Context: an optimization exercise on an open-source flow, tuned for small area. The choices shown serve that exercise and are no tape-out recipe. The RTL was checked by simulation tests, not by an equivalence proof against the original design. Power figures rest on the tool's default switching activity, not on a simulated workload.

==> job 9532 <==
==> flow/design.v (excerpt) <==
module branch_prediction #(
  parameter int INDEX_W = branch_prediction_pkg::BtbIndexW,
  parameter int CNT_W   = branch_prediction_pkg::RegBus
) (
  input  logic               clk,
  input  logic               rst,
  input  logic               ce,
  input  logic [31:0]        pc_i,
  input  logic               stall_i,
  output logic               pre_branch_flag_o,
  output logic [31:0]        pre_branch_target_address_o,
  input  logic               upd_valid_i,
  input  logic [31:0]        upd_pc_i,
  input  logic               upd_taken_i,
  input  logic [31:0]        upd_target_i,
  input  logic               upd_pred_taken_i,
  input  logic [31:0]        upd_pred_target_i,
  input  logic               perf_clr_i,
  output logic [CNT_W-1:0]   lookup_cnt_o,
  output logic [CNT_W-1:0]   hit_cnt_o,
  output logic [CNT_W-1:0]   mispred_cnt_o
);
Settings: LEC_CHECK=0, CAP_MARGIN=0, CORE_MARGIN=2, CORE_UTILIZATION=45, SLEW_MARGIN=0, SYNTH_HIERARCHICAL=1; clock period 10.0 ns.
standard.sh (not shown) runs the stock make flow with config.mk's settings and CLKGATE_MAP_FILE= SYNTH_SCRIPT=/design/flow/synth_recipe.tcl, a recipe that flattens the netlist after the stock synthesis.
==> flow/flow/run.sh <==
#!/bin/bash
# Standard layout, with two changes: the port buffers are the smallest buffer
# (buf_1) instead of the default pick, and the clock tree is built from
# clkbuf_16 cells in sink clusters of up to 24, without dummy loads. ORFS
# writes each step's full log under orfs/logs; make's own output goes to
# standard_flow.log.
set -euo pipefail
export BUFFER_PORTS_ARGS="-buffer_cell sky130_fd_sc_hd__buf_1"
export CTS_ARGS="-sink_clustering_enable -repair_clock_nets -dont_use_dummy_load -buf_list sky130_fd_sc_hd__clkbuf_16 -sink_clustering_size 24 -sink_clustering_max_diameter 80"
bash standard.sh finish > standard_flow.log 2>&1
==> job 2792: changes against job 9532 <==
==> flow/flow/run.sh (replaced) <==
#!/bin/bash
# Standard synthesis, then the standard layout with three changes: the port
# buffers are the smallest buffer (buf_1) instead of the default pick; the clock
# tree is built from clkbuf_16 cells in sink clusters of up to 28, without dummy
# loads; and after synthesis the resizer may not use the largest buffers and
# inverters (it repairs long, heavily loaded nets with several smaller ones).
# ORFS writes each step's full log under orfs/logs; make's own output goes to
# synth_flow.log and layout_flow.log.
set -euo pipefail
export BUFFER_PORTS_ARGS="-buffer_cell sky130_fd_sc_hd__buf_1"
export CTS_ARGS="-sink_clustering_enable -repair_clock_nets -dont_use_dummy_load -buf_list sky130_fd_sc_hd__clkbuf_16 -sink_clustering_size 28 -sink_clustering_max_diameter 90"
bash standard.sh synth > synth_flow.log 2>&1
PLATFORM_DONT_USE="sky130_fd_sc_hd__probe_p_8 sky130_fd_sc_hd__probec_p_8 sky130_fd_sc_hd__lpflow_bleeder_1 sky130_fd_sc_hd__lpflow_clkbufkapwr_1 sky130_fd_sc_hd__lpflow_clkbufkapwr_16 sky130_fd_sc_hd__lpflow_clkbufkapwr_2 sky130_fd_sc_hd__lpflow_clkbufkapwr_4 sky130_fd_sc_hd__lpflow_clkbufkapwr_8 sky130_fd_sc_hd__lpflow_clkinvkapwr_1 sky130_fd_sc_hd__lpflow_clkinvkapwr_16 sky130_fd_sc_hd__lpflow_clkinvkapwr_2 sky130_fd_sc_hd__lpflow_clkinvkapwr_4 sky130_fd_sc_hd__lpflow_clkinvkapwr_8 sky130_fd_sc_hd__lpflow_decapkapwr_12 sky130_fd_sc_hd__lpflow_decapkapwr_3 sky130_fd_sc_hd__lpflow_decapkapwr_4 sky130_fd_sc_hd__lpflow_decapkapwr_6 sky130_fd_sc_hd__lpflow_decapkapwr_8 sky130_fd_sc_hd__lpflow_inputiso0n_1 sky130_fd_sc_hd__lpflow_inputiso0p_1 sky130_fd_sc_hd__lpflow_inputiso1n_1 sky130_fd_sc_hd__lpflow_inputiso1p_1 sky130_fd_sc_hd__lpflow_inputisolatch_1 sky130_fd_sc_hd__lpflow_isobufsrc_1 sky130_fd_sc_hd__lpflow_isobufsrc_16 sky130_fd_sc_hd__lpflow_isobufsrc_2 sky130_fd_sc_hd__lpflow_isobufsrc_4 sky130_fd_sc_hd__lpflow_isobufsrc_8 sky130_fd_sc_hd__lpflow_isobufsrckapwr_16 sky130_fd_sc_hd__lpflow_lsbuf_lh_hl_isowell_tap_1 sky130_fd_sc_hd__lpflow_lsbuf_lh_hl_isowell_tap_2 sky130_fd_sc_hd__lpflow_lsbuf_lh_hl_isowell_tap_4 sky130_fd_sc_hd__lpflow_lsbuf_lh_isowell_4 sky130_fd_sc_hd__lpflow_lsbuf_lh_isowell_tap_1 sky130_fd_sc_hd__lpflow_lsbuf_lh_isowell_tap_2 sky130_fd_sc_hd__lpflow_lsbuf_lh_isowell_tap_4"
EXTRA_DONT_USE="sky130_fd_sc_hd__buf_8 sky130_fd_sc_hd__buf_12 sky130_fd_sc_hd__buf_16 sky130_fd_sc_hd__bufbuf_8 sky130_fd_sc_hd__bufbuf_16 sky130_fd_sc_hd__bufinv_8 sky130_fd_sc_hd__bufinv_16 sky130_fd_sc_hd__inv_12 sky130_fd_sc_hd__inv_16"
bash standard.sh "DONT_USE_CELLS=$PLATFORM_DONT_USE $EXTRA_DONT_USE" finish > layout_flow.log 2>&1
CORE_UTILIZATION = 55   (was 45)
==> notes.md <==
Job 9532 went through all stages and came out clean. Job 2792 completed without violations.
Area after synthesis is the same in job 9532 and job 2792.
Between job 2792 and job 9532, the lower via count is in job 9532 (gap 4.5%, measured against job 9532).
Sequential power is about the same in job 9532 and job 2792.
Of job 2792 and job 9532, job 9532 has the higher cell area (gap about 1.3%, measured against job 9532).
Clock power: job 9532 is larger than job 2792 (about 7%).
Between job 9532 and job 2792, the lower first-iteration DRC count is in job 9532 (gap about 10%, measured against job 2792).
Combinational power is about the same in job 2792 and job 9532.
Register-to-register slack: job 2792 is worse than job 9532 (0.13 ns).
In job 9532 the worst setup slack is better than in job 2792, by 0.14 ns.
Against job 9532, the total power of job 2792 is smaller by 1.1%.
==> figures <==
                                                                      job 2792        job 9532
Result of the run                                               finished clean  finished clean
Number of buffers created by CTS                                            45              52
Worst-Skew Late Latency                                                0.63 ns         0.67 ns
Largest clock skew in the final design                              0.04118 ns      0.06026 ns
Sum of met3 wire segment lengths after detailed routing               21.13 mm        17.90 mm
Sequential cell fraction of total power                                  62.2%           61.3%
Final cell count without fillers                                         4,843           5,003
Overall die area                                                  74,950 sq um    91,360 sq um
Worst Max-Slew Pin Slew                                               1.441 ns        1.252 ns
Highest metal layer with signal wires                                     met5            met4
Worst-case setup slack after placement                              -0.1742 ns      -0.1836 ns
Count of nets after finishing                                            4,028           3,977
Number of buffers other than clock buffers in the final layout             472             414
Final core area utilization                                             62.67%          51.60%
Filler cell count                                                        5,847           7,899
First-pass GRT wire length                                            232.2 mm        224.1 mm
Core Region                                                       71,730 sq um    88,240 sq um
Worst setup slack after layout                                       0.5541 ns       0.6931 ns
Leakage                                                               18.86 nW        18.70 nW
Overall routing resource usage                                          40.43%          32.52%
Minimum hold slack                                                   0.4780 ns       0.4741 ns

==> run a <==
branch_prediction again, from the RTL that the note above started with.
## branch_prediction
module branch_prediction #(
  parameter int INDEX_W = branch_prediction_pkg::BtbIndexW,
  parameter int CNT_W   = branch_prediction_pkg::RegBus
) (
  input  logic               clk,
  input  logic               rst,
  input  logic               ce,
  input  logic [31:0]        pc_i,
  input  logic               stall_i,
  output logic               pre_branch_flag_o,
  output logic [31:0]        pre_branch_target_address_o,
  input  logic               upd_valid_i,
  input  logic [31:0]        upd_pc_i,
  input  logic               upd_taken_i,
  input  logic [31:0]        upd_target_i,
  input  logic               upd_pred_taken_i,
  input  logic [31:0]        upd_pred_target_i,
  input  logic               perf_clr_i,
  output logic [CNT_W-1:0]   lookup_cnt_o,
  output logic [CNT_W-1:0]   hit_cnt_o,
  output logic [CNT_W-1:0]   mispred_cnt_o
);
Settings: LEC_CHECK=0, CAP_MARGIN=0, CORE_MARGIN=2, CORE_UTILIZATION=55, PLACE_DENSITY=0.75, SLEW_MARGIN=0, SYNTH_HIERARCHICAL=1; clock period 10.0 ns.
==> flow/flow/run.sh <==
#!/bin/bash
# Standard synthesis, then the standard layout with three changes: the port
# buffers are the smallest buffer (buf_1) instead of the default pick; the clock
# tree is built from clkbuf_16 cells in sink clusters of up to 28, without dummy
# loads; and after synthesis the resizer may not use the largest buffers and
# inverters (it repairs long, heavily loaded nets with several smaller ones).
# ORFS writes each step's full log under orfs/logs; make's own output goes to
# synth_flow.log and layout_flow.log.
set -euo pipefail
export BUFFER_PORTS_ARGS="-buffer_cell sky130_fd_sc_hd__buf_1"
export CTS_ARGS="-sink_clustering_enable -repair_clock_nets -dont_use_dummy_load -buf_list sky130_fd_sc_hd__clkbuf_16 -sink_clustering_size 28 -sink_clustering_max_diameter 90"
bash standard.sh synth > synth_flow.log 2>&1
PLATFORM_DONT_USE="sky130_fd_sc_hd__probe_p_8 sky130_fd_sc_hd__probec_p_8 sky130_fd_sc_hd__lpflow_bleeder_1 sky130_fd_sc_hd__lpflow_clkbufkapwr_1 sky130_fd_sc_hd__lpflow_clkbufkapwr_16 sky130_fd_sc_hd__lpflow_clkbufkapwr_2 sky130_fd_sc_hd__lpflow_clkbufkapwr_4 sky130_fd_sc_hd__lpflow_clkbufkapwr_8 sky130_fd_sc_hd__lpflow_clkinvkapwr_1 sky130_fd_sc_hd__lpflow_clkinvkapwr_16 sky130_fd_sc_hd__lpflow_clkinvkapwr_2 sky130_fd_sc_hd__lpflow_clkinvkapwr_4 sky130_fd_sc_hd__lpflow_clkinvkapwr_8 sky130_fd_sc_hd__lpflow_decapkapwr_12 sky130_fd_sc_hd__lpflow_decapkapwr_3 sky130_fd_sc_hd__lpflow_decapkapwr_4 sky130_fd_sc_hd__lpflow_decapkapwr_6 sky130_fd_sc_hd__lpflow_decapkapwr_8 sky130_fd_sc_hd__lpflow_inputiso0n_1 sky130_fd_sc_hd__lpflow_inputiso0p_1 sky130_fd_sc_hd__lpflow_inputiso1n_1 sky130_fd_sc_hd__lpflow_inputiso1p_1 sky130_fd_sc_hd__lpflow_inputisolatch_1 sky130_fd_sc_hd__lpflow_isobufsrc_1 sky130_fd_sc_hd__lpflow_isobufsrc_16 sky130_fd_sc_hd__lpflow_isobufsrc_2 sky130_fd_sc_hd__lpflow_isobufsrc_4 sky130_fd_sc_hd__lpflow_isobufsrc_8 sky130_fd_sc_hd__lpflow_isobufsrckapwr_16 sky130_fd_sc_hd__lpflow_lsbuf_lh_hl_isowell_tap_1 sky130_fd_sc_hd__lpflow_lsbuf_lh_hl_isowell_tap_2 sky130_fd_sc_hd__lpflow_lsbuf_lh_hl_isowell_tap_4 sky130_fd_sc_hd__lpflow_lsbuf_lh_isowell_4 sky130_fd_sc_hd__lpflow_lsbuf_lh_isowell_tap_1 sky130_fd_sc_hd__lpflow_lsbuf_lh_isowell_tap_2 sky130_fd_sc_hd__lpflow_lsbuf_lh_isowell_tap_4"
EXTRA_DONT_USE="sky130_fd_sc_hd__buf_8 sky130_fd_sc_hd__buf_12 sky130_fd_sc_hd__buf_16 sky130_fd_sc_hd__bufbuf_8 sky130_fd_sc_hd__bufbuf_16 sky130_fd_sc_hd__bufinv_8 sky130_fd_sc_hd__bufinv_16 sky130_fd_sc_hd__inv_12 sky130_fd_sc_hd__inv_16"
bash standard.sh "DONT_USE_CELLS=$PLATFORM_DONT_USE $EXTRA_DONT_USE" finish > layout_flow.log 2>&1
==> run b (differences from run a) <==
--- a/flow/design.v
+++ b/flow/design.v
@@ -63,61 +63,14 @@
     );
   end
   branch_prediction_nand2 u_last (.a(sel[15]), .b(d[15]), .o(w_n[5]));
   branch_prediction_nand3 u_p0 (.a(w_n[0]), .b(w_n[1]), .c(w_n[2]), .o(w_p[0]));
   branch_prediction_nand3 u_p1 (.a(w_n[3]), .b(w_n[4]), .c(w_n[5]), .o(w_p[1]));
   branch_prediction_or2   u_o  (.a(w_p[0]), .b(w_p[1]), .o(o));
 endmodule
-module branch_prediction_rd16n (
-  input  logic [15:0] sel,
-  input  logic [15:0] d,
-  output logic        o_n
-);
-  logic [5:0] w_n;
-  logic [1:0] w_p;
-  for (genvar g = 0; g < 5; g++) begin : g_aoi
-    branch_prediction_aoi222 u_aoi (
-      .a0(sel[3*g]),   .b0(d[3*g]),
-      .a1(sel[3*g+1]), .b1(d[3*g+1]),
-      .a2(sel[3*g+2]), .b2(d[3*g+2]),
-      .o (w_n[g])
-    );
-  end
-  branch_prediction_nand2 u_last (.a(sel[15]), .b(d[15]), .o(w_n[5]));
-  branch_prediction_nand3 u_p0 (.a(w_n[0]), .b(w_n[1]), .c(w_n[2]), .o(w_p[0]));
-  branch_prediction_nand3 u_p1 (.a(w_n[3]), .b(w_n[4]), .c(w_n[5]), .o(w_p[1]));
-  branch_prediction_nor2  u_o  (.a(w_p[0]), .b(w_p[1]), .o(o_n));
-endmodule
-module branch_prediction_rd16g (
-  input  logic [15:0] sel,
-  input  logic [15:0] d,
-  input  logic        en,
-  output logic        o
-);
-  logic [5:0] w_n;
-  logic [1:0] w_p;
-  for (genvar g = 0; g < 5; g++) begin : g_aoi
-    branch_prediction_aoi222 u_aoi (
-      .a0(sel[3*g]),   .b0(d[3*g]),
-      .a1(sel[3*g+1]), .b1(d[3*g+1]),
-      .a2(sel[3*g+2]), .b2(d[3*g+2]),
-      .o (w_n[g])
-    );
-  end
-  branch_prediction_nand2 u_last (.a(sel[15]), .b(d[15]), .o(w_n[5]));
-  branch_prediction_nand3 u_p0 (.a(w_n[0]), .b(w_n[1]), .c(w_n[2]), .o(w_p[0]));
-  branch_prediction_nand3 u_p1 (.a(w_n[3]), .b(w_n[4]), .c(w_n[5]), .o(w_p[1]));
-  branch_prediction_oa21  u_o  (.a(w_p[0]), .b(w_p[1]), .en(en), .o(o));
-endmodule
-module branch_prediction_oa21 (
-  input  logic a, b, en,
-  output logic o
-);
-  assign o = (a | b) & en;
-endmodule
 module branch_prediction_aoi222 (
   input  logic a0, b0, a1, b1, a2, b2,
   output logic o
 );
   assign o = ~((a0 & b0) | (a1 & b1) | (a2 & b2));
 endmodule
 module branch_prediction_nand2 (
@@ -134,44 +87,14 @@
 endmodule
 module branch_prediction_or2 (
   input  logic a, b,
   output logic o
 );
   assign o = a | b;
 endmodule
-module branch_prediction_inc_bit (
-  input  logic q,
-  input  logic c,
-  input  logic clr,
-  output logic d,
-  output logic co
-);
-  logic w_sn;
-  branch_prediction_xnor2 u_x (.a(q), .b(c), .o(w_sn));
-  branch_prediction_nor2  u_d (.a(clr), .b(w_sn), .o(d));
-  branch_prediction_and2  u_c (.a(q), .b(c), .o(co));
-endmodule
-module branch_prediction_xnor2 (
-  input  logic a, b,
-  output logic o
-);
-  assign o = ~(a ^ b);
-endmodule
-module branch_prediction_nor2 (
-  input  logic a, b,
-  output logic o
-);
-  assign o = ~(a | b);
-endmodule
-module branch_prediction_and2 (
-  input  logic a, b,
-  output logic o
-);
-  assign o = a & b;
-endmodule
 `default_nettype wire
 `default_nettype none
 module branch_prediction #(
   parameter int INDEX_W = branch_prediction_pkg::BtbIndexW,
   parameter int CNT_W   = branch_prediction_pkg::RegBus
 ) (
   input  logic               clk,
@@ -213,16 +136,17 @@
   logic [1:0]         w_cnt_wdata;
   logic               w_mispred;
   logic               w_alloc;
   logic               w_cnt_we;
   logic               w_unused;
   logic [ENTRIES-1:0] w_lk_sel;
   logic [ENTRIES-1:0] w_upd_sel;
-  logic [TAG_W-1:0]   w_lk_rtag_n;
-  logic [TAG_W-1:0]   w_upd_rtag_n;
+  logic [ENTRIES-1:0] w_tgt_sel;
+  logic [TAG_W-1:0]   w_lk_rtag;
+  logic [TAG_W-1:0]   w_upd_rtag;
   logic [31:0]        w_lk_rtarget;
   logic [1:0]         w_upd_rcnt;
   logic               w_lk_rvalid;
   logic               w_lk_rcnt1;
   logic               w_upd_rvalid;
   logic [ENTRIES-1:0] w_we;
   logic [ENTRIES-1:0] w_cwe;
@@ -233,41 +157,42 @@
   assign w_lk_sel      = ENTRIES'(1) << w_lk_idx;
   assign w_upd_sel     = ENTRIES'(1) << w_upd_idx;
   for (genvar b = 0; b < TAG_W; b++) begin : g_rtag
     logic [ENTRIES-1:0] w_col;
     for (genvar i = 0; i < ENTRIES; i++) begin : g_col
       assign w_col[i] = r_tag[i][b];
     end
-    branch_prediction_rd16n u_lk  (.sel(w_lk_sel),  .d(w_col), .o_n(w_lk_rtag_n[b]));
-    branch_prediction_rd16n u_upd (.sel(w_upd_sel), .d(w_col), .o_n(w_upd_rtag_n[b]));
+    branch_prediction_rd16 u_lk  (.sel(w_lk_sel),  .d(w_col), .o(w_lk_rtag[b]));
+    branch_prediction_rd16 u_upd (.sel(w_upd_sel), .d(w_col), .o(w_upd_rtag[b]));
   end
   for (genvar b = 0; b < 32; b++) begin : g_rtgt
     logic [ENTRIES-1:0] w_col;
     for (genvar i = 0; i < ENTRIES; i++) begin : g_col
       assign w_col[i] = r_target[i][b];
     end
-    branch_prediction_rd16g u_lk (.sel(w_lk_sel), .d(w_col), .en(w_pred_taken), .o(w_lk_rtarget[b]));
+    branch_prediction_rd16 u_lk (.sel(w_tgt_sel), .d(w_col), .o(w_lk_rtarget[b]));
   end
   logic [ENTRIES-1:0] w_cnt0_col;
   logic [ENTRIES-1:0] w_cnt1_col;
   for (genvar i = 0; i < ENTRIES; i++) begin : g_ccol
     assign w_cnt0_col[i] = r_cnt[i][0];
     assign w_cnt1_col[i] = r_cnt[i][1];
   end
   branch_prediction_rd16 u_lk_valid  (.sel(w_lk_sel),  .d(r_valid),    .o(w_lk_rvalid));
   branch_prediction_rd16 u_lk_cnt1   (.sel(w_lk_sel),  .d(w_cnt1_col), .o(w_lk_rcnt1));
   branch_prediction_rd16 u_upd_valid (.sel(w_upd_sel), .d(r_valid),    .o(w_upd_rvalid));
   branch_prediction_rd16 u_upd_cnt0  (.sel(w_upd_sel), .d(w_cnt0_col), .o(w_upd_rcnt[0]));
   branch_prediction_rd16 u_upd_cnt1  (.sel(w_upd_sel), .d(w_cnt1_col), .o(w_upd_rcnt[1]));
-  assign w_lk_hit      = ce & w_lk_rvalid & (w_lk_rtag_n == ~w_lk_tag);
+  assign w_lk_hit      = ce & w_lk_rvalid & (w_lk_rtag == w_lk_tag);
   assign w_pred_taken  = w_lk_hit & w_lk_rcnt1;
   assign w_lookup_fire = ce & ~stall_i;
+  assign w_tgt_sel     = w_lk_sel & {ENTRIES{w_pred_taken}};
   assign pre_branch_flag_o           = w_pred_taken;
   assign pre_branch_target_address_o = w_lk_rtarget;
-  assign w_upd_hit = w_upd_rvalid & (w_upd_rtag_n == ~w_upd_tag);
+  assign w_upd_hit = w_upd_rvalid & (w_upd_rtag == w_upd_tag);
   assign w_mispred = upd_valid_i &
                      branch_prediction_pkg::is_mispredict(upd_pred_taken_i, upd_pred_target_i,
                                    upd_taken_i, upd_target_i);
   assign w_unused = ^{pc_i[1:0], upd_pc_i[1:0]};
   branch_prediction_sat_counter2 u_sat_counter2 (
     .cnt      (w_upd_rcnt),
     .up       (upd_taken_i),
@@ -304,42 +229,33 @@
     end
     always_ff @(posedge clk) begin
       r_tag[i]    <= w_tag_d;
       r_target[i] <= w_tgt_d;
       r_cnt[i]    <= w_cnt_d;
     end
   end
-  logic [CNT_W-1:0] w_lookup_d, w_hit_d, w_mispred_d;
-  logic [CNT_W:0]   w_lookup_c, w_hit_c, w_mispred_c;
-  assign w_lookup_c[0]  = w_lookup_fire;
-  assign w_hit_c[0]     = w_lookup_fire & w_lk_hit;
-  assign w_mispred_c[0] = w_mispred;
-  for (genvar b = 0; b < CNT_W; b++) begin : g_perf
-    branch_prediction_inc_bit u_lookup (
-      .q(r_lookup_cnt[b]), .c(w_lookup_c[b]), .clr(perf_clr_i),
-      .d(w_lookup_d[b]), .co(w_lookup_c[b+1])
-    );
-    branch_prediction_inc_bit u_hit (
-      .q(r_hit_cnt[b]), .c(w_hit_c[b]), .clr(perf_clr_i),
-      .d(w_hit_d[b]), .co(w_hit_c[b+1])
-    );
-    branch_prediction_inc_bit u_mispred (
-      .q(r_mispred_cnt[b]), .c(w_mispred_c[b]), .clr(perf_clr_i),
-      .d(w_mispred_d[b]), .co(w_mispred_c[b+1])
-    );
-  end
   always_ff @(posedge clk or negedge rst) begin
     if (!rst) begin
       r_lookup_cnt  <= '0;
       r_hit_cnt     <= '0;
       r_mispred_cnt <= '0;
+    end else if (perf_clr_i) begin
+      r_lookup_cnt  <= '0;
+      r_hit_cnt     <= '0;
+      r_mispred_cnt <= '0;
     end else begin
-      r_lookup_cnt  <= w_lookup_d;
-      r_hit_cnt     <= w_hit_d;
-      r_mispred_cnt <= w_mispred_d;
+      if (w_lookup_fire) begin
+        r_lookup_cnt <= r_lookup_cnt + 1'b1;
+      end
+      if (w_lookup_fire & w_lk_hit) begin
+        r_hit_cnt <= r_hit_cnt + 1'b1;
+      end
+      if (w_mispred) begin
+        r_mispred_cnt <= r_mispred_cnt + 1'b1;
+      end
     end
   end
   assign lookup_cnt_o  = r_lookup_cnt;
   assign hit_cnt_o     = r_hit_cnt;
   assign mispred_cnt_o = r_mispred_cnt;
 endmodule
 `default_nettype wire
==> flow/run.sh (new file) <==
#!/bin/bash
# synth_recipe.tcl (not shown) runs the flow's synth.tcl, then flattens the netlist and writes it again
# the make line also repeats each setting of config.mk as NAME=value (left out here)
make -C /OpenROAD-flow-scripts/flow DESIGN_CONFIG=/design/flow/config.mk WORK_HOME=/design/flow/orfs CLKGATE_MAP_FILE= SYNTH_SCRIPT=/design/flow/synth_recipe.tcl finish
Settings changed: CAP_MARGIN 0 to 20, CORE_UTILIZATION 55 to 60, PLACE_DENSITY 0.75 to default, SLEW_MARGIN 0 to 20.
removed: flow/flow/run.sh
removed: flow/standard.sh
==> run c (differences from run a) <==
==> flow/flow/run.sh (replaced) <==
#!/bin/bash
# Standard synthesis, then the standard layout with three changes: the port
# buffers are the smallest buffer (buf_1) instead of the default pick; the clock
# tree is built from clkbuf_16 cells in sink clusters of up to 24, without dummy
# loads; and after synthesis the resizer may not use the largest buffers and
# inverters (it repairs long, heavily loaded nets with several smaller ones).
# ORFS writes each step's full log under orfs/logs; make's own output goes to
# synth_flow.log and layout_flow.log.
set -euo pipefail
export BUFFER_PORTS_ARGS="-buffer_cell sky130_fd_sc_hd__buf_1"
export CTS_ARGS="-sink_clustering_enable -repair_clock_nets -dont_use_dummy_load -buf_list sky130_fd_sc_hd__clkbuf_16 -sink_clustering_size 24 -sink_clustering_max_diameter 80"
bash standard.sh synth > synth_flow.log 2>&1
PLATFORM_DONT_USE="sky130_fd_sc_hd__probe_p_8 sky130_fd_sc_hd__probec_p_8 sky130_fd_sc_hd__lpflow_bleeder_1 sky130_fd_sc_hd__lpflow_clkbufkapwr_1 sky130_fd_sc_hd__lpflow_clkbufkapwr_16 sky130_fd_sc_hd__lpflow_clkbufkapwr_2 sky130_fd_sc_hd__lpflow_clkbufkapwr_4 sky130_fd_sc_hd__lpflow_clkbufkapwr_8 sky130_fd_sc_hd__lpflow_clkinvkapwr_1 sky130_fd_sc_hd__lpflow_clkinvkapwr_16 sky130_fd_sc_hd__lpflow_clkinvkapwr_2 sky130_fd_sc_hd__lpflow_clkinvkapwr_4 sky130_fd_sc_hd__lpflow_clkinvkapwr_8 sky130_fd_sc_hd__lpflow_decapkapwr_12 sky130_fd_sc_hd__lpflow_decapkapwr_3 sky130_fd_sc_hd__lpflow_decapkapwr_4 sky130_fd_sc_hd__lpflow_decapkapwr_6 sky130_fd_sc_hd__lpflow_decapkapwr_8 sky130_fd_sc_hd__lpflow_inputiso0n_1 sky130_fd_sc_hd__lpflow_inputiso0p_1 sky130_fd_sc_hd__lpflow_inputiso1n_1 sky130_fd_sc_hd__lpflow_inputiso1p_1 sky130_fd_sc_hd__lpflow_inputisolatch_1 sky130_fd_sc_hd__lpflow_isobufsrc_1 sky130_fd_sc_hd__lpflow_isobufsrc_16 sky130_fd_sc_hd__lpflow_isobufsrc_2 sky130_fd_sc_hd__lpflow_isobufsrc_4 sky130_fd_sc_hd__lpflow_isobufsrc_8 sky130_fd_sc_hd__lpflow_isobufsrckapwr_16 sky130_fd_sc_hd__lpflow_lsbuf_lh_hl_isowell_tap_1 sky130_fd_sc_hd__lpflow_lsbuf_lh_hl_isowell_tap_2 sky130_fd_sc_hd__lpflow_lsbuf_lh_hl_isowell_tap_4 sky130_fd_sc_hd__lpflow_lsbuf_lh_isowell_4 sky130_fd_sc_hd__lpflow_lsbuf_lh_isowell_tap_1 sky130_fd_sc_hd__lpflow_lsbuf_lh_isowell_tap_2 sky130_fd_sc_hd__lpflow_lsbuf_lh_isowell_tap_4"
EXTRA_DONT_USE="sky130_fd_sc_hd__buf_8 sky130_fd_sc_hd__buf_12 sky130_fd_sc_hd__buf_16 sky130_fd_sc_hd__bufbuf_8 sky130_fd_sc_hd__bufbuf_16 sky130_fd_sc_hd__bufinv_8 sky130_fd_sc_hd__bufinv_16 sky130_fd_sc_hd__inv_12 sky130_fd_sc_hd__inv_16"
bash standard.sh "DONT_USE_CELLS=$PLATFORM_DONT_USE $EXTRA_DONT_USE" finish > layout_flow.log 2>&1
Settings changed: CORE_UTILIZATION 55 to 45, PLACE_DENSITY 0.75 to default.
==> summary of the runs <==
- In area after synthesis, run a and run c do not differ.
- Combinational power is about the same in run b and run a.
- Run a completed with no timing, DRC or antenna violations. Run b ran to the end with no violations. Run c passed the timing, DRC and antenna checks.
- Maximum frequency: run b < run a < run c.
- Clock skew: run b < run a < run c.
- Against run b, the final cell count of run a is lower by 6.0%.
- The lowest register-to-register slack belongs to run a, the highest to run b.

==> separate check: timing with driven ports <==
No port has a modelled driver above. Below, the same layouts with a new extraction and two added sets of constraints.
Step 1, drivers: a clkbuf_16 drives clk and a buf_2 each remaining input, both assumed.
Step 2 moves the port delays by t, midway between the first and last clock arrival at a register: inputs arrive t later, outputs are due t later. That takes back most of the time a late clock gives input paths.
Three values: ideal ports, drivers, drivers and shift; two values: the first two.
| run | t, ns | setup slack, ns | worst setup path at the end | worst register clock-pin slew, ns | pins driven straight from the clock port |
|---|---|---|---|---|---|
| job 9532 | 0.699 | 0.693 / 0.725 / 0.026 | input to register | 0.10 / 0.10 | 1 |
| job 2792 | 0.690 | 0.554 / 0.583 / -0.107 | input to register | 0.11 / 0.11 | 1 |
| run a | 0.699 | 0.671 / 0.690 / -0.009 | input to register | 0.12 / 0.12 | 1 |
| run b | 0.752 | 0.278 / 0.178 / 0.178 | input to output | 0.07 / 0.07 | 1 |
| run c | 0.705 | 0.792 / 0.839 / 0.135 | input to register | 0.10 / 0.10 | 1 |
Met with ideal ports but missed after step 2: setup timing in job 2792 and run a. The setup slack of run a, which loses most, moves by +0.019 ns with the drivers and by -0.680 ns with both steps.
